This design comes from an exercise in tuning for small area, a short achievable clock period and few clock cycles on the open sky130 flow, not from production work. Where RTL was checked, it was by simulation tests only, not by an equivalence proof against the original. Power figures rest on the tool's default switching activity, not on a simulated workload.

==> inputs of 07-09 <==
## depth_box_backprojection_stats_core
module depth_box_backprojection_stats_core #(
  parameter int IMAGE_WIDTH  = 1280,
  parameter int IMAGE_HEIGHT = 720,
  parameter int MAX_DEPTH_MM = 3000
) (
  input  logic       clk,
  input  logic       rst_n,
  input  logic               in_valid,
  output logic               in_ready,
  input  logic [11:0]        in_pixel_col,
  input  logic [11:0]        in_pixel_row,
  input  logic [15:0]        in_depth_mm,
  input  logic               in_last_pixel,
  output logic               out_valid,
  input  logic               out_ready,
  output logic [2:0]         out_result_kind,
  output logic signed [23:0] out_value_x,
  output logic signed [23:0] out_value_y,
  output logic signed [23:0] out_value_z,
  output logic [19:0]        out_point_count,
  output logic               out_last_result,
  input  logic               cfg_valid,
  output logic               cfg_ready,
  input  logic [2:0]         cfg_index,
  input  logic [19:0]        cfg_data
);
==> flow/config.mk <==
export PLATFORM = sky130hd
export DESIGN_NAME = depth_box_backprojection_stats_core
export DESIGN_NICKNAME = depth_box_backprojection_stats_core
export VERILOG_FILES = /design/flow/design.v
export SDC_FILE = /design/flow/constraint.sdc
export NUM_CORES = 4
export LEC_CHECK = 0
export CAP_MARGIN = 20
export CORE_MARGIN = 2
export CORE_UTILIZATION = 40
export SETUP_SLACK_MARGIN = 3.5
export SLEW_MARGIN = 20
==> flow/constraint.sdc <==
create_clock -name core_clock -period 10.5 [get_ports {clk}]
set_input_delay 2.1000 -clock core_clock [delete_from_list [all_inputs] [get_ports {clk}]]
set_output_delay 2.1000 -clock core_clock [all_outputs]
set_load 0.01 [all_outputs]
run.sh (not shown) runs the stock make flow with config.mk's settings and CLKGATE_MAP_FILE= SYNTH_SCRIPT=/design/flow/synth_recipe.tcl, a recipe that flattens the netlist after the stock synthesis.
==> inputs of 10-06, as changes to 07-09 <==
--- a/flow/design.v
+++ b/flow/design.v
@@ -372,15 +372,14 @@
         3'd6: br_r <= cfg_data[12:0];
         default: bb_r <= cfg_data[12:0];
       endcase
     end
   end
-  logic ov_r, fe_busy, room, adv;
-  logic p_v;
-  assign room = !ov_r || out_ready;
-  assign adv  = room && !fe_busy;
+  logic fe_busy, adv, p_v, pt_valid, fe_valid;
+  assign adv = !fe_busy && (!p_kept || out_ready);
   logic               p_kept, p_last;
+  logic               pt_push, fe_start;
   logic signed [23:0] p_x, p_y;
   logic [11:0]        p_dep;
   dbbs_bp u_bp (
     .clk      (clk),
     .rst_n    (rst_n),
@@ -404,12 +403,12 @@
     .o_last   (p_last),
     .o_x      (p_x),
     .o_y      (p_y),
     .o_dep    (p_dep)
   );
-  logic pt_push, fe_start;
-  assign pt_push  = adv && p_v && p_kept;
+  assign pt_valid = p_v && p_kept && !fe_busy;
+  assign pt_push  = pt_valid && out_ready;
   assign fe_start = adv && p_v && p_last;
   logic signed [23:0] mnx_r, mny_r, mxx_r, mxy_r;
   logic [11:0]        mnd_r, mxd_r;
   logic [43:0]        sx_r, sy_r, sz_r;
   logic [19:0]        cnt_r, cnt_inc;
@@ -424,12 +423,13 @@
   logic [43:0]        sx_d, sy_d, sz_d;
   logic signed [23:0] rx_c, ry_c, rz_c;
   logic signed [23:0] yaw, pitch;
   assign cen_rdy = ph_r >= PH_COR;
   assign dir_rdy = ph_r == PH_DONE;
-  assign fe_push = fe_busy && room &&
-                   (!fo_r[1] || (fo_r == 2'd2 && cen_rdy) || (fo_r == 2'd3 && dir_rdy));
+  assign fe_valid = fe_busy &&
+                    (!fo_r[1] || (fo_r == 2'd2 && cen_rdy) || (fo_r == 2'd3 && dir_rdy));
+  assign fe_push  = fe_valid && out_ready;
   assign fe_last = fe_push && fo_r == 2'd3;
   dbbs_mdiv u_mdx (.s_in(sx_r), .n(cnt_r), .s_out(sx_d));
   dbbs_mdiv u_mdy (.s_in(sy_r), .n(cnt_r), .s_out(sy_d));
   dbbs_mdiv u_mdz (.s_in(sz_r), .n(cnt_r), .s_out(sz_d));
   dbbs_robot u_rob (
@@ -532,59 +532,46 @@
       sx_r <= sx_d;
       sy_r <= sy_d;
       sz_r <= sz_d;
     end
   end
-  logic [2:0]         ok_r;
-  logic signed [23:0] ox_r, oy_r, oz_r;
-  logic [19:0]        oc_r;
-  logic               ol_r;
-  always_ff @(posedge clk) begin
-    if (!rst_n) ov_r <= 1'b0;
-    else if (pt_push || fe_push) ov_r <= 1'b1;
-    else if (out_ready) ov_r <= 1'b0;
-    if (pt_push) begin
-      ok_r <= KIND_POINT;
-      ox_r <= p_x;
-      oy_r <= p_y;
-      oz_r <= {4'b0, p_dep, 8'b0};
-      oc_r <= cnt_inc;
-      ol_r <= 1'b0;
-    end else if (fe_push) begin
-      oc_r <= cnt_r;
-      ol_r <= fe_last;
+  always_comb begin
+    out_valid       = pt_valid || fe_valid;
+    out_point_count = cnt_r;
+    out_last_result = 1'b0;
+    if (!fe_busy) begin
+      out_result_kind = KIND_POINT;
+      out_value_x     = p_x;
+      out_value_y     = p_y;
+      out_value_z     = {4'b0, p_dep, 8'b0};
+      out_point_count = cnt_inc;
+    end else begin
       case (fo_r)
         2'd0: begin
-          ok_r <= KIND_MIN;
-          ox_r <= mnx_r;
-          oy_r <= mny_r;
-          oz_r <= cnt_z ? S24_MAX : {4'b0, mnd_r, 8'b0};
+          out_result_kind = KIND_MIN;
+          out_value_x     = mnx_r;
+          out_value_y     = mny_r;
+          out_value_z     = cnt_z ? S24_MAX : {4'b0, mnd_r, 8'b0};
         end
         2'd1: begin
-          ok_r <= KIND_MAX;
-          ox_r <= mxx_r;
-          oy_r <= mxy_r;
-          oz_r <= cnt_z ? S24_MIN : {4'b0, mxd_r, 8'b0};
+          out_result_kind = KIND_MAX;
+          out_value_x     = mxx_r;
+          out_value_y     = mxy_r;
+          out_value_z     = cnt_z ? S24_MIN : {4'b0, mxd_r, 8'b0};
         end
         2'd2: begin
-          ok_r <= KIND_CENTRE;
-          ox_r <= rx_r;
-          oy_r <= ry_r;
-          oz_r <= rz_r;
+          out_result_kind = KIND_CENTRE;
+          out_value_x     = rx_r;
+          out_value_y     = ry_r;
+          out_value_z     = rz_r;
         end
         default: begin
-          ok_r <= KIND_DIR;
-          ox_r <= yaw;
-          oy_r <= pitch;
-          oz_r <= '0;
+          out_result_kind = KIND_DIR;
+          out_value_x     = yaw;
+          out_value_y     = pitch;
+          out_value_z     = '0;
+          out_last_result = 1'b1;
         end
       endcase
     end
   end
-  assign out_valid       = ov_r;
-  assign out_result_kind = ok_r;
-  assign out_value_x     = ox_r;
-  assign out_value_y     = oy_r;
-  assign out_value_z     = oz_r;
-  assign out_point_count = oc_r;
-  assign out_last_result = ol_r;
 endmodule
Settings changed: CORE_UTILIZATION 40 to 55.
==> inputs of 04-25, as changes to 07-09 <==
--- a/flow/design.v
+++ b/flow/design.v
@@ -50,48 +50,34 @@
   output logic signed [23:0] o_y,
   output logic [11:0]        o_dep
 );
   localparam int NS = 23;        
   localparam int SW = 18;        
-  logic        en_a, en_b, en_c;
+  logic        en_b, en_c;
   wire [NS:0]  en_i;
-  logic        a_v, a_last;
-  logic [11:0] a_col, a_row;
-  logic [15:0] a_dep;
-  assign en_a     = !a_v || en_b;
-  assign in_ready = en_a;
-  always_ff @(posedge clk) begin
-    if (!rst_n) a_v <= 1'b0;
-    else if (en_a) a_v <= in_valid;
-    if (en_a) begin
-      a_col  <= in_col;
-      a_row  <= in_row;
-      a_dep  <= in_dep;
-      a_last <= in_last;
-    end
-  end
   logic        keep;
   logic [20:0] dpx, dnx, dpy, dny;
-  assign keep = ($signed({1'b0, a_col}) >= bl) && ($signed({1'b0, a_col}) < br) &&
-                ($signed({1'b0, a_row}) >= bt) && ($signed({1'b0, a_row}) < bb) &&
-                (a_col < 12'd1280) && (a_row < 12'd720) &&
-                (a_dep != 16'd0) && (a_dep <= 16'd3000);
-  assign dpx = {1'b0, a_col, 8'b0} - {1'b0, cx};
-  assign dnx = {1'b0, cx} - {1'b0, a_col, 8'b0};
-  assign dpy = {1'b0, a_row, 8'b0} - {1'b0, cy};
-  assign dny = {1'b0, cy} - {1'b0, a_row, 8'b0};
+  assign keep = ($signed({1'b0, in_col}) >= bl) && ($signed({1'b0, in_col}) < br) &&
+                ($signed({1'b0, in_row}) >= bt) && ($signed({1'b0, in_row}) < bb) &&
+                (in_col < 12'd1280) && (in_row < 12'd720) &&
+                (in_dep != 16'd0) && (in_dep <= 16'd3000);
+  assign dpx = {1'b0, in_col, 8'b0} - {1'b0, cx};
+  assign dnx = {1'b0, cx} - {1'b0, in_col, 8'b0};
+  assign dpy = {1'b0, in_row, 8'b0} - {1'b0, cy};
+  assign dny = {1'b0, cy} - {1'b0, in_row, 8'b0};
   logic        b_v, b_kept, b_last, b_nx, b_ny;
   logic [11:0] b_dep;
   logic [19:0] b_mx, b_my;
-  assign en_b = !b_v || en_c;
+  assign en_b     = !b_v || en_c;
+  assign in_ready = en_b;
   always_ff @(posedge clk) begin
     if (!rst_n) b_v <= 1'b0;
-    else if (en_b) b_v <= a_v && (keep || a_last);
+    else if (en_b) b_v <= in_valid && (keep || in_last);
     if (en_b) begin
       b_kept <= keep;
-      b_last <= a_last;
-      b_dep  <= a_dep[11:0];
+      b_last <= in_last;
+      b_dep  <= in_dep[11:0];
       b_nx   <= dnx[20];
       b_ny   <= dny[20];
       b_mx   <= dnx[20] ? dpx[19:0] : dnx[19:0];
       b_my   <= dny[20] ? dpy[19:0] : dny[19:0];
     end
@@ -130,11 +116,11 @@
     dbbs_sub #(.N(21)) u_sy (.a(rsy), .b({1'b0, fy}), .d(ty));
     assign nrx = tx[21] ? rsx[19:0] : tx[19:0];
     assign nry = ty[21] ? rsy[19:0] : ty[19:0];
     assign nqx = {qx_i[s][21:0], ~tx[21]};
     assign nqy = {qy_i[s][21:0], ~ty[21]};
-    if (((s + 1) % DK == 0) || (s == NS - 1)) begin : g_reg
+    if ((s + 1) % DK == 0) begin : g_reg
       logic          v_q;
       logic [SW-1:0] sd_q;
       logic [19:0]   rx_q, ry_q;
       logic [22:0]   qx_q, qy_q;
       assign en_i[s] = !v_q || en_i[s+1];
@@ -165,19 +151,35 @@
       assign qy_i[s+1] = nqy;
     end
   end
   logic        f_nx, f_ny, f_sx, f_sy;
   logic [22:0] f_qx, f_qy;
-  assign {o_kept, o_last, o_dep, f_nx, f_ny, f_sx, f_sy} = sd_i[NS];
-  assign o_v  = v_i[NS];
-  assign en_i[NS] = go;
+  logic signed [23:0] f_x, f_y;
+  logic        o_v_q;
+  logic [13:0] o_sd_q;
+  logic signed [23:0] o_x_q, o_y_q;
+  assign {f_nx, f_ny, f_sx, f_sy} = sd_i[NS][3:0];
   assign f_qx = qx_i[NS];
   assign f_qy = qy_i[NS];
-  assign o_x  = f_sx ? (f_nx ? S24_MIN : S24_MAX) :
+  assign f_x  = f_sx ? (f_nx ? S24_MIN : S24_MAX) :
                 (f_nx ? -$signed({1'b0, f_qx}) : $signed({1'b0, f_qx}));
-  assign o_y  = f_sy ? (f_ny ? S24_MIN : S24_MAX) :
+  assign f_y  = f_sy ? (f_ny ? S24_MIN : S24_MAX) :
                 (f_ny ? -$signed({1'b0, f_qy}) : $signed({1'b0, f_qy}));
+  assign en_i[NS] = !o_v_q || go;
+  always_ff @(posedge clk) begin
+    if (!rst_n) o_v_q <= 1'b0;
+    else if (en_i[NS]) o_v_q <= v_i[NS];
+    if (en_i[NS]) begin
+      o_sd_q <= sd_i[NS][SW-1:4];
+      o_x_q  <= f_x;
+      o_y_q  <= f_y;
+    end
+  end
+  assign o_v = o_v_q;
+  assign {o_kept, o_last, o_dep} = o_sd_q;
+  assign o_x = o_x_q;
+  assign o_y = o_y_q;
 endmodule
 import dbbs_pkg::*;
 module dbbs_cordic (
   input  logic               clk,
   input  logic               load,
@@ -372,15 +374,14 @@
         3'd6: br_r <= cfg_data[12:0];
         default: bb_r <= cfg_data[12:0];
       endcase
     end
   end
-  logic ov_r, fe_busy, room, adv;
-  logic p_v;
-  assign room = !ov_r || out_ready;
-  assign adv  = room && !fe_busy;
+  logic fe_busy, adv, p_v, pt_valid, fe_valid;
+  assign adv = !fe_busy && (!p_kept || out_ready);
   logic               p_kept, p_last;
+  logic               pt_push, fe_start;
   logic signed [23:0] p_x, p_y;
   logic [11:0]        p_dep;
   dbbs_bp u_bp (
     .clk      (clk),
     .rst_n    (rst_n),
@@ -404,19 +405,20 @@
     .o_last   (p_last),
     .o_x      (p_x),
     .o_y      (p_y),
     .o_dep    (p_dep)
   );
-  logic pt_push, fe_start;
-  assign pt_push  = adv && p_v && p_kept;
+  assign pt_valid = p_v && p_kept && !fe_busy;
+  assign pt_push  = pt_valid && out_ready;
   assign fe_start = adv && p_v && p_last;
   logic signed [23:0] mnx_r, mny_r, mxx_r, mxy_r;
   logic [11:0]        mnd_r, mxd_r;
   logic [43:0]        sx_r, sy_r, sz_r;
   logic [19:0]        cnt_r, cnt_inc;
   logic               cnt_z;
-  assign cnt_inc = (cnt_r == COUNT_MAX) ? cnt_r : cnt_r + 20'd1;
+  logic [19:0] cnt_inc_r;
+  assign cnt_inc = cnt_inc_r;
   assign cnt_z   = cnt_r == 20'd0;
   logic [1:0]         ph_r;
   logic [3:0]         dc_r;
   logic [1:0]         fo_r;
   logic signed [23:0] rx_r, ry_r, rz_r;
@@ -424,12 +426,13 @@
   logic [43:0]        sx_d, sy_d, sz_d;
   logic signed [23:0] rx_c, ry_c, rz_c;
   logic signed [23:0] yaw, pitch;
   assign cen_rdy = ph_r >= PH_COR;
   assign dir_rdy = ph_r == PH_DONE;
-  assign fe_push = fe_busy && room &&
-                   (!fo_r[1] || (fo_r == 2'd2 && cen_rdy) || (fo_r == 2'd3 && dir_rdy));
+  assign fe_valid = fe_busy &&
+                    (!fo_r[1] || (fo_r == 2'd2 && cen_rdy) || (fo_r == 2'd3 && dir_rdy));
+  assign fe_push  = fe_valid && out_ready;
   assign fe_last = fe_push && fo_r == 2'd3;
   dbbs_mdiv u_mdx (.s_in(sx_r), .n(cnt_r), .s_out(sx_d));
   dbbs_mdiv u_mdy (.s_in(sy_r), .n(cnt_r), .s_out(sy_d));
   dbbs_mdiv u_mdz (.s_in(sz_r), .n(cnt_r), .s_out(sz_d));
   dbbs_robot u_rob (
@@ -513,10 +516,11 @@
       mxd_r <= 12'h000;
       sx_r  <= '0;
       sy_r  <= '0;
       sz_r  <= '0;
       cnt_r <= '0;
+      cnt_inc_r <= 20'd1;
     end else if (pt_push) begin
       if (p_x < mnx_r) mnx_r <= p_x;
       if (p_y < mny_r) mny_r <= p_y;
       if (p_x > mxx_r) mxx_r <= p_x;
       if (p_y > mxy_r) mxy_r <= p_y;
@@ -524,67 +528,55 @@
       if (p_dep > mxd_r) mxd_r <= p_dep;
       if (cnt_r != COUNT_MAX) begin
         sx_r  <= sx_r + {20'b0, ~p_x[23], p_x[22:0]} + {43'b0, cnt_r[0]};
         sy_r  <= sy_r + {20'b0, ~p_y[23], p_y[22:0]} + {43'b0, cnt_r[0]};
         sz_r  <= sz_r + {24'b0, p_dep, 8'b0} + {43'b0, cnt_r[0]};
-        cnt_r <= cnt_r + 20'd1;
+        cnt_r <= cnt_inc_r;
+        if (cnt_inc_r != COUNT_MAX) cnt_inc_r <= cnt_inc_r + 20'd1;
       end
     end else if (fe_busy && ph_r == PH_DIV) begin
       sx_r <= sx_d;
       sy_r <= sy_d;
       sz_r <= sz_d;
     end
   end
-  logic [2:0]         ok_r;
-  logic signed [23:0] ox_r, oy_r, oz_r;
-  logic [19:0]        oc_r;
-  logic               ol_r;
-  always_ff @(posedge clk) begin
-    if (!rst_n) ov_r <= 1'b0;
-    else if (pt_push || fe_push) ov_r <= 1'b1;
-    else if (out_ready) ov_r <= 1'b0;
-    if (pt_push) begin
-      ok_r <= KIND_POINT;
-      ox_r <= p_x;
-      oy_r <= p_y;
-      oz_r <= {4'b0, p_dep, 8'b0};
-      oc_r <= cnt_inc;
-      ol_r <= 1'b0;
-    end else if (fe_push) begin
-      oc_r <= cnt_r;
-      ol_r <= fe_last;
+  always_comb begin
+    out_valid       = pt_valid || fe_valid;
+    out_point_count = cnt_r;
+    out_last_result = 1'b0;
+    if (!fe_busy) begin
+      out_result_kind = KIND_POINT;
+      out_value_x     = p_x;
+      out_value_y     = p_y;
+      out_value_z     = {4'b0, p_dep, 8'b0};
+      out_point_count = cnt_inc;
+    end else begin
       case (fo_r)
         2'd0: begin
-          ok_r <= KIND_MIN;
-          ox_r <= mnx_r;
-          oy_r <= mny_r;
-          oz_r <= cnt_z ? S24_MAX : {4'b0, mnd_r, 8'b0};
+          out_result_kind = KIND_MIN;
+          out_value_x     = mnx_r;
+          out_value_y     = mny_r;
+          out_value_z     = cnt_z ? S24_MAX : {4'b0, mnd_r, 8'b0};
         end
         2'd1: begin
-          ok_r <= KIND_MAX;
-          ox_r <= mxx_r;
-          oy_r <= mxy_r;
-          oz_r <= cnt_z ? S24_MIN : {4'b0, mxd_r, 8'b0};
+          out_result_kind = KIND_MAX;
+          out_value_x     = mxx_r;
+          out_value_y     = mxy_r;
+          out_value_z     = cnt_z ? S24_MIN : {4'b0, mxd_r, 8'b0};
         end
         2'd2: begin
-          ok_r <= KIND_CENTRE;
-          ox_r <= rx_r;
-          oy_r <= ry_r;
-          oz_r <= rz_r;
+          out_result_kind = KIND_CENTRE;
+          out_value_x     = rx_r;
+          out_value_y     = ry_r;
+          out_value_z     = rz_r;
         end
         default: begin
-          ok_r <= KIND_DIR;
-          ox_r <= yaw;
-          oy_r <= pitch;
-          oz_r <= '0;
+          out_result_kind = KIND_DIR;
+          out_value_x     = yaw;
+          out_value_y     = pitch;
+          out_value_z     = '0;
+          out_last_result = 1'b1;
         end
       endcase
     end
   end
-  assign out_valid       = ov_r;
-  assign out_result_kind = ok_r;
-  assign out_value_x     = ox_r;
-  assign out_value_y     = oy_r;
-  assign out_value_z     = oz_r;
-  assign out_point_count = oc_r;
-  assign out_last_result = ol_r;
 endmodule
Settings changed: CORE_UTILIZATION 40 to 45.
==> summary of the runs <==
- Between 07-09 and 10-06, the lower final cell count is in 10-06 (gap 7.9%, measured against 10-06).
- Synthesized cell count: 07-09 > 04-25 > 10-06.
- Area after synthesis: 04-25 < 10-06 < 07-09.
- Combinational power: 07-09 is smaller than 10-06 (about 4%).
- Via count, lowest first: 04-25, 07-09, 10-06.
- Non-clock buffer count: 10-06 > 07-09 > 04-25.
- Of 07-09 and 04-25, 07-09 has the higher die area (gap about 15%, measured against 04-25).
- In sequential power, 10-06 and 04-25 hardly differ.
- 04-25 completed with no timing, DRC or antenna violations. 10-06 completed with no timing, DRC or antenna violations. 07-09 finished clean.
- Sequential share of layout area: 04-25 < 10-06 < 07-09.
- Setup slack, highest first: 04-25, 07-09, 10-06.
- The highest total power belongs to 10-06, the lowest to 04-25.
==> figures <==
item	10-06	07-09	04-25
Run status	complete, no violations	complete, no violations	complete, no violations
Source of the worst hold timing path	u_bp.g_step[19].g_reg.sd_q[1]	u_bp.g_step[13].g_reg.sd_q[7]	u_bp.g_step[11].g_reg.qx_q[7]
Reported clock group power	8110 uW	8530 uW	7990 uW
Final-layout clock buffer total	274	291	292
Adder-Cell Fraction of Synth Area	20.5%	20.2%	20.6%
Via density	6.21	5.62	5.81
Seq_cells	1887	1984	1863
Total number of cells along the worst setup path	10	13	27
Number of vias after detailed routing	129000	126000	125000
Placed cells	20100	21800	20900
Proportion of power drawn by the clock network	14.2%	15.2%	14.4%
Synth Area in Simple Gates	13.8%	14.1%	14.3%
Synthesized-area fraction occupied by ao, oa, aoi and oai cells	15.9%	15.6%	16.3%
Wire per inst	23.7 um	20.8 um	20.9 um
Maximum cell stage delay along the critical path	0.77 ns	0.40 ns	0.44 ns
CP max FO	22	12	14
Register Area	52400 um2	55200 um2	51500 um2
Measured slew at the worst slew-check pin	1.22 ns	1.20 ns	1.06 ns
Arrival time at the worst endpoint	4.89 ns	4.77 ns	7.50 ns
Number of instances in the synthesized netlist	16500	16600	16600
FF-to-FF path depth	26	29	27
Layout-to-synthesis area ratio	1.121x	1.128x	1.120x
Count of non-filler cells in the finished layout	20800	22400	21500
Testbench counts of 07-09, summed over its fixed seeds: cycles 3,346.
Testbench counts of 04-25, summed over its fixed seeds: cycles 3,330.
The RTL of 10-06 was laid out without a check of its function.

[port drivers added, routing unchanged]
The flow's constraints put no driver on any port. The routed layouts listed below were extracted and timed again, unchanged, in two steps. Step 1, drivers: a clkbuf_16 drives clk and a buf_2 each remaining input, both assumed. Step 2 moves the port delays by t, midway between the first and last clock arrival at a register: inputs arrive t later, outputs are due t later. That takes back most of the time a late clock gives input paths. Slacks: no drivers / after step 1 / after step 2; pairs: no drivers / after step 1.
| run | t, ns | setup slack, ns | slew at the worst register clock pin (ns) |
|---|---|---|---|
| 07-09 | 1.036 | 3.626 / 3.605 / 3.605 | 0.07 / 0.07 |
| 10-06 | 1.010 | 3.505 / 3.407 / 3.539 | 0.07 / 0.07 |
| 04-25 | 1.012 | 3.670 / 3.639 / 3.670 | 0.07 / 0.07 |
After both steps setup and hold are still met in every run listed. The setup slack of 07-09, which loses most, moves by -0.021 ns with the drivers and by -0.021 ns with both steps.
